This design comes from an exercise in tuning for small area and a short achievable clock period on the open sky130 flow, not from production work.
Where RTL was checked, it was by simulation tests only, not by an equivalence proof against the original.

==> ember: inputs <==
Design ap_ctrl_txn_monitor, start of the top module:
module ap_ctrl_txn_monitor #(
    parameter int N_CH      = 8,
    parameter int CNT_W     = 16,
    parameter int TXN_DEPTH = 4,
    parameter int CH_W      = (N_CH > 1) ? $clog2(N_CH) : 1
) (
    input  logic              clock,
    input  logic              reset,
    input  logic              finish,
    input  logic [N_CH-1:0]   ap_start,
    input  logic [N_CH-1:0]   ap_ready,
    input  logic [N_CH-1:0]   ap_done,
    input  logic [N_CH-1:0]   ap_continue,
    input  logic [N_CH-1:0]   clr,
    input  logic              rd_en,
    input  logic [CH_W-1:0]   rd_ch,
    input  logic [2:0]        rd_sel,
    output logic              rd_valid,
    output logic [CNT_W-1:0]  rd_data,
    output logic [N_CH-1:0]   busy,
    output logic [N_CH-1:0]   err,
    output logic              frozen
);
make LEC_CHECK=0 CAP_MARGIN=20 CORE_MARGIN=2 CORE_UTILIZATION=50 SETUP_SLACK_MARGIN=2.7 SLEW_MARGIN=20 finish   # period 5.5 ns
run.sh (not shown) runs the stock make flow with config.mk's settings and CLKGATE_MAP_FILE= SYNTH_SCRIPT=/design/flow/synth_recipe.tcl, a recipe that flattens the netlist after the stock synthesis.
==> garnet (differences from ember) <==
--- a/flow/design.v
+++ b/flow/design.v
@@ -32,14 +32,18 @@
         for (int l = 0; (1 << l) < CNT_W; l++)
             for (int i = CNT_W - 1; i >= (1 << l); i--) begin
                 gg[i] = gg[i] | (pp[i] & gg[i - (1 << l)]);
                 pp[i] = pp[i] & pp[i - (1 << l)];
             end
         add_pf = {gg[CNT_W-1], p ^ {gg[CNT_W-2:0], cin}};
     endfunction
+    function automatic logic [CNT_W-1:0] low_ones(input logic [CNT_W-1:0] v);
+        low_ones[0] = 1'b1;
+        for (int i = 1; i < CNT_W; i++) low_ones[i] = low_ones[i-1] & v[i-1];
+    endfunction
     logic [CNT_W-1:0] ts_q;       
     logic [CNT_W-1:0] tsn_q;      
     logic             frozen_q;
     logic [CNT_W:0]   tsn_w;
     logic             rd_valid_q;
     logic [CNT_W-1:0] rd_data_q;
     logic [CNT_W-1:0] rd_val [N_CH];
@@ -65,15 +69,14 @@
         logic [CNT_W-1:0] txn_q, last_q, min_q, max_q, stall_q;
         logic             ovf_q, unf_q;
         logic             st, dn, empty, full, one;
         logic             push, pop, upd, push_only, pop_only, ovf_set, unf_set;
         logic             popf, wr_here [4];
         logic [CNT_W-1:0] lat, hlat_d;
         logic             ch_rst;
-        logic [CNT_W:0]   txn_inc, stall_inc;
         logic [CNT_W-1:0] ch_val;
         logic             lt, gt;
         assign st    = ap_start[g] & ap_ready[g];
         assign dn    = ap_done[g] & ap_continue[g];
         assign empty = (occ_q == 3'd0);
         assign full  = occ_q[2];
         assign one   = (occ_q == 3'd1);
@@ -82,31 +85,35 @@
         assign pop_only  = dn & ~st & ~empty;
         assign unf_set   = dn & ~st & empty;
         assign upd       = (st & dn) | pop_only;
         assign pop       = dn & ~empty;           
         assign push      = push_only | (st & dn & ~empty);
         assign popf   = pop & ~frozen_q;
         assign lat    = empty ? '0 : hlat_q;
-        logic [CNT_W:0] lt_w, gt_w, sub_w, inc_w;
+        logic [CNT_W:0] lt_w, gt_w, sub_w;
+        logic [CNT_W-1:0] hpre, tpre, spre;
+        logic           tsat, ssat;
         assign lt_w   = add_pf(hlat_q, ~min_q, 1'b1);    
         assign gt_w   = add_pf(max_q, ~hlat_q, 1'b1);    
         assign lt     = ~lt_w[CNT_W];
         assign gt     = ~gt_w[CNT_W];
         assign sub_w  = add_pf(tsn_q, ~fifo_q[1], 1'b1);
-        assign inc_w  = add_pf(hlat_q, '0, !frozen_q);
+        assign hpre   = low_ones(hlat_q);
         always_comb begin
             if (empty || (one && popf)) hlat_d = CNT_W'(1);
             else if (popf)              hlat_d = sub_w[CNT_W-1:0];
-            else                        hlat_d = inc_w[CNT_W-1:0];
+            else                        hlat_d = hlat_q ^ ({CNT_W{!frozen_q}} & hpre);
         end
         for (genvar i = 0; i < 4; i++) begin : g_wr
             assign wr_here[i] = push && (pop ? (occ_q == 3'(i + 1)) : (occ_q == 3'(i)));
         end
-        assign txn_inc   = add_pf(txn_q, '0, 1'b1);
-        assign stall_inc = add_pf(stall_q, '0, 1'b1);
+        assign tpre = low_ones(txn_q);
+        assign spre = low_ones(stall_q);
+        assign tsat = tpre[CNT_W-1] & txn_q[CNT_W-1];
+        assign ssat = spre[CNT_W-1] & stall_q[CNT_W-1];
         assign ch_rst    = !reset || (clr[g] && !frozen_q);
         always_ff @(posedge clock) begin
             hlat_q <= hlat_d;
             if (!frozen_q) begin
                 for (int i = 0; i < 3; i++)
                     if (pop && !wr_here[i]) fifo_q[i] <= fifo_q[i + 1];
                     else if (wr_here[i])    fifo_q[i] <= ts_q;
@@ -127,21 +134,21 @@
                 unf_q    <= 1'b0;
             end else if (!frozen_q) begin
                 err_q  <= err_q | ovf_set | unf_set;
                 busy_q <= ~(err_q | ovf_set | unf_set) & (push_only | (~empty & ~(pop_only & one)));
                 if (push_only) occ_q <= occ_q + 3'd1;
                 else if (pop_only) occ_q <= occ_q - 3'd1;
                 if (upd) begin
-                    txn_q  <= txn_inc[CNT_W-1:0] | {CNT_W{txn_inc[CNT_W]}};
+                    txn_q  <= txn_q ^ ({CNT_W{~tsat}} & tpre);
                     last_q <= lat;
                     if (empty || lt) min_q <= lat;
                     if (!empty && gt) max_q <= hlat_q;
                 end
                 if (ap_done[g] && !ap_continue[g])
-                    stall_q <= stall_inc[CNT_W-1:0] | {CNT_W{stall_inc[CNT_W]}};
+                    stall_q <= stall_q ^ ({CNT_W{~ssat}} & spre);
                 if (ovf_set) ovf_q <= 1'b1;
                 if (unf_set) unf_q <= 1'b1;
             end
         end
         logic chs;
         assign chs = (rd_ch == CH_W'(g));
         always_comb begin
- CORE_UTILIZATION: 50 -> 40
- CTS_BUF_LIST: unset -> sky130_fd_sc_hd__clkbuf_16
- CTS_CLUSTER_DIAMETER: unset -> 80
- CTS_CLUSTER_SIZE: unset -> 25
==> lagoon (differences from ember) <==
==> flow/design.v (replaced) <==
module ap_ctrl_txn_monitor #(
    parameter int N_CH      = 8,
    parameter int CNT_W     = 16,
    parameter int TXN_DEPTH = 4,
    parameter int CH_W      = (N_CH > 1) ? $clog2(N_CH) : 1
) (
    input  logic              clock,
    input  logic              reset,
    input  logic              finish,
    input  logic [N_CH-1:0]   ap_start,
    input  logic [N_CH-1:0]   ap_ready,
    input  logic [N_CH-1:0]   ap_done,
    input  logic [N_CH-1:0]   ap_continue,
    input  logic [N_CH-1:0]   clr,
    input  logic              rd_en,
    input  logic [CH_W-1:0]   rd_ch,
    input  logic [2:0]        rd_sel,
    output logic              rd_valid,
    output logic [CNT_W-1:0]  rd_data,
    output logic [N_CH-1:0]   busy,
    output logic [N_CH-1:0]   err,
    output logic              frozen
);
    localparam int RD_N = 2 ** CH_W;
    function automatic logic add_cout(input logic [CNT_W-1:0] a,
                                      input logic [CNT_W-1:0] b, input logic cin);
        logic [CNT_W-1:0] gg, pp;
        gg = a & b;
        pp = a | b;
        gg[0] = gg[0] | (pp[0] & cin);
        for (int l = 0; (1 << l) < CNT_W; l++)
            for (int i = CNT_W - 1; i >= (1 << l); i--) begin
                gg[i] = gg[i] | (pp[i] & gg[i - (1 << l)]);
                pp[i] = pp[i] & pp[i - (1 << l)];
            end
        add_cout = gg[CNT_W-1];
    endfunction
    function automatic logic [CNT_W-1:0] low_ones(input logic [CNT_W-1:0] v);
        logic [CNT_W-1:0] pa;
        pa = {v[CNT_W-2:0], 1'b1};
        for (int l = 0; (1 << l) < CNT_W; l++)
            for (int i = CNT_W - 1; i >= (1 << l); i--) pa[i] = pa[i] & pa[i - (1 << l)];
        low_ones = pa;
    endfunction
    logic [CNT_W-1:0] ts_q;       
    logic             frozen_q;
    logic             rd_valid_q;
    logic [CNT_W-1:0] rd_data_q;
    logic [CNT_W-1:0] rd_val [N_CH];
    always_ff @(posedge clock) begin
        if (!reset) begin
            ts_q     <= '0;
            frozen_q <= 1'b0;
        end else begin
            if (!frozen_q) begin
                ts_q  <= ts_q ^ low_ones(ts_q);
            end
            if (finish) frozen_q <= 1'b1;
        end
    end
    for (genvar g = 0; g < N_CH; g++) begin : g_ch
        logic [CNT_W-1:0] age_q [4];
        logic             busy_q, err_q;
        logic [4:0]       occ_q;      
        logic [2:0]       occ_bin;
        logic [CNT_W-1:0] txn_q, last_q, min_q, max_q, stall_q;
        logic             ovf_q, unf_q;
        logic             st, dn, empty, full, one;
        logic             push, pop, upd, push_only, pop_only, ovf_set, unf_set;
        logic             popf, pushf, run;
        logic [3:0]       wr_here;
        logic [CNT_W-1:0] age_inc [4];
        logic [CNT_W-1:0] lat;
        logic             ch_rst;
        logic [CNT_W-1:0] ch_val;
        logic             lt, gt;
        assign st    = ap_start[g] & ap_ready[g];
        assign dn    = ap_done[g] & ap_continue[g];
        assign empty = occ_q[0];
        assign one   = occ_q[1];
        assign full  = occ_q[4];
        assign occ_bin = {occ_q[4], occ_q[2] | occ_q[3], occ_q[1] | occ_q[3]};
        assign run   = !frozen_q;
        assign push_only = st & ~dn & ~full;
        assign ovf_set   = st & ~dn & full;
        assign pop_only  = dn & ~st & ~empty;
        assign unf_set   = dn & ~st & empty;
        assign upd       = (st & dn) | pop_only;
        assign pop       = dn & ~empty;           
        assign push      = push_only | (st & dn & ~empty);
        assign popf      = pop & run;
        assign pushf     = push & run;
        assign lat    = empty ? '0 : age_q[0];
        logic [CNT_W-1:0] tpre, spre;
        logic           tsat, ssat;
        assign lt     = ~add_cout(age_q[0], ~min_q, 1'b1);    
        assign gt     = ~add_cout(max_q, ~age_q[0], 1'b1);    
        for (genvar i = 0; i < 4; i++) begin : g_age
            logic [CNT_W-1:0] pre;
            assign wr_here[i] = pushf && (pop ? occ_q[i + 1] : occ_q[i]);
            assign pre        = low_ones(age_q[i]);
            assign age_inc[i] = age_q[i] ^ ({CNT_W{run}} & pre);
        end
        always_ff @(posedge clock) begin
            for (int i = 0; i < 4; i++)
                if (wr_here[i])           age_q[i] <= CNT_W'(1);
                else if (popf && i < 3)   age_q[i] <= age_inc[(i + 1) % 4];
                else                      age_q[i] <= age_inc[i];
        end
        assign tpre = low_ones(txn_q);
        assign spre = low_ones(stall_q);
        assign tsat = tpre[CNT_W-1] & txn_q[CNT_W-1];
        assign ssat = spre[CNT_W-1] & stall_q[CNT_W-1];
        assign ch_rst    = !reset || (clr[g] && !frozen_q);
        always_ff @(posedge clock) begin
            if (ch_rst) begin
                busy_q   <= 1'b0;
                err_q    <= 1'b0;
                occ_q    <= 5'b00001;
                txn_q    <= '0;
                last_q   <= '0;
                min_q    <= '1;
                max_q    <= '0;
                stall_q  <= '0;
                ovf_q    <= 1'b0;
                unf_q    <= 1'b0;
            end else if (!frozen_q) begin
                err_q  <= err_q | ovf_set | unf_set;
                busy_q <= ~(err_q | ovf_set | unf_set) & (push_only | (~empty & ~(pop_only & one)));
                if (push_only) occ_q <= {occ_q[3:0], 1'b0};
                else if (pop_only) occ_q <= {1'b0, occ_q[4:1]};
                if (upd) begin
                    txn_q  <= txn_q ^ ({CNT_W{~tsat}} & tpre);
                    last_q <= lat;
                    if (empty || lt) min_q <= lat;
                    if (!empty && gt) max_q <= age_q[0];
                end
                if (ap_done[g] && !ap_continue[g])
                    stall_q <= stall_q ^ ({CNT_W{~ssat}} & spre);
                if (ovf_set) ovf_q <= 1'b1;
                if (unf_set) unf_q <= 1'b1;
            end
        end
        logic chs;
        assign chs = (rd_ch == CH_W'(g));
        always_comb begin
            ch_val = ({CNT_W{chs & (rd_sel == 3'd0)}} & txn_q)
                   | ({CNT_W{chs & (rd_sel == 3'd1)}} & last_q)
                   | ({CNT_W{chs & (rd_sel == 3'd2)}} & min_q)
                   | ({CNT_W{chs & (rd_sel == 3'd3)}} & max_q)
                   | ({CNT_W{chs & (rd_sel == 3'd4)}} & stall_q)
                   | ({CNT_W{chs & (rd_sel == 3'd5)}} & CNT_W'(occ_bin))
                   | ({CNT_W{chs & (rd_sel == 3'd6)}} & {{(CNT_W-2){1'b0}}, unf_q, ovf_q});
        end
        assign rd_val[g] = ch_val;
        assign busy[g]   = busy_q;
        assign err[g]    = err_q;
    end
    logic [CNT_W-1:0] rd_or;
    always_comb begin
        rd_or = (rd_sel == 3'd7 && int'(rd_ch) < N_CH) ? ts_q : '0;
        for (int i = 0; i < N_CH; i++) rd_or = rd_or | rd_val[i];
    end
    always_ff @(posedge clock) begin
        if (!reset) begin
            rd_valid_q <= 1'b0;
            rd_data_q  <= '0;
        end else begin
            rd_valid_q <= rd_en;
            if (rd_en) rd_data_q <= rd_or;
        end
    end
    assign rd_valid = rd_valid_q;
    assign rd_data  = rd_data_q;
    assign frozen   = frozen_q;
endmodule
- CORE_UTILIZATION: 50 -> 40
- CTS_BUF_LIST: unset -> sky130_fd_sc_hd__clkbuf_16
- CTS_CLUSTER_DIAMETER: unset -> 100
- CTS_CLUSTER_SIZE: unset -> 30
- PLACE_DENSITY: unset -> 0.75
- SETUP_SLACK_MARGIN: 2.7 -> 3.6
- TNS_END_PERCENT: unset -> 0
==> impl_metrics.env <==
export IMPL_clock_latency_ps=760
export IMPL_status="finished clean"
export IMPL_powerSeq_w=0.00991
export IMPL_whs_path_depth=2
export IMPL_synth_edf_count=384
export IMPL_dp_hpwl_um=232300
the above is filed under garnet

==> impl_metrics.env <==
export IMPL_post_cts_setup_buffers=109
export IMPL_p_int_w=0.01518
export IMPL_endpoint="rd_data_q[14]"
export IMPL_layout_common_cells="nor2_1, dfxtp_1, nand2_1, xnor2_1, nand3_1"
export IMPL_clock_latency_ps=750
export IMPL_status="finished clean"
export IMPL_crit_reg2reg_launch="g_ch[0].min_q[12]"
export IMPL_powerSeq_w=0.0127
export IMPL_multi_input_cells=5410
the above is filed under lagoon

==> impl_metrics.env <==
export IMPL_dp_hpwl_um=222900
export IMPL_status="finished clean"
export IMPL_synth_edf_count=384
export IMPL_whs_path_depth=2
export IMPL_power_leader="registers"
the above is filed under ember

For ember, only the layout was checked, not whether the RTL still works.

[re-timing with driven ports]
No port has a modelled driver above. Below, the same layouts with a new extraction and two added sets of constraints. Step 1 assumes that a clkbuf_16 drives the clock port and a buf_2 every other input. Step 2 also shifts input and output timing later by t, the mid clock arrival at the registers, as if the neighbouring blocks saw the same clock. Slacks: ideal / step 1 / step 2; pairs: ideal / step 1.
run | shift t [ns] | slack for setup (ns) | slew at the worst register clock pin (ns)
ember | 0.871 | 2.584 / 2.584 / 1.713 | 0.07 / 0.07
garnet | 0.816 | 2.401 / 2.401 / 1.809 | 0.10 / 0.10
lagoon | 0.798 | 2.776 / 2.784 / 2.015 | 0.12 / 0.12
After both steps setup and hold are still met in every run listed. For ember, which loses most, drivers alone change the setup slack by 0.000 ns; drivers and shift together by -0.871 ns.
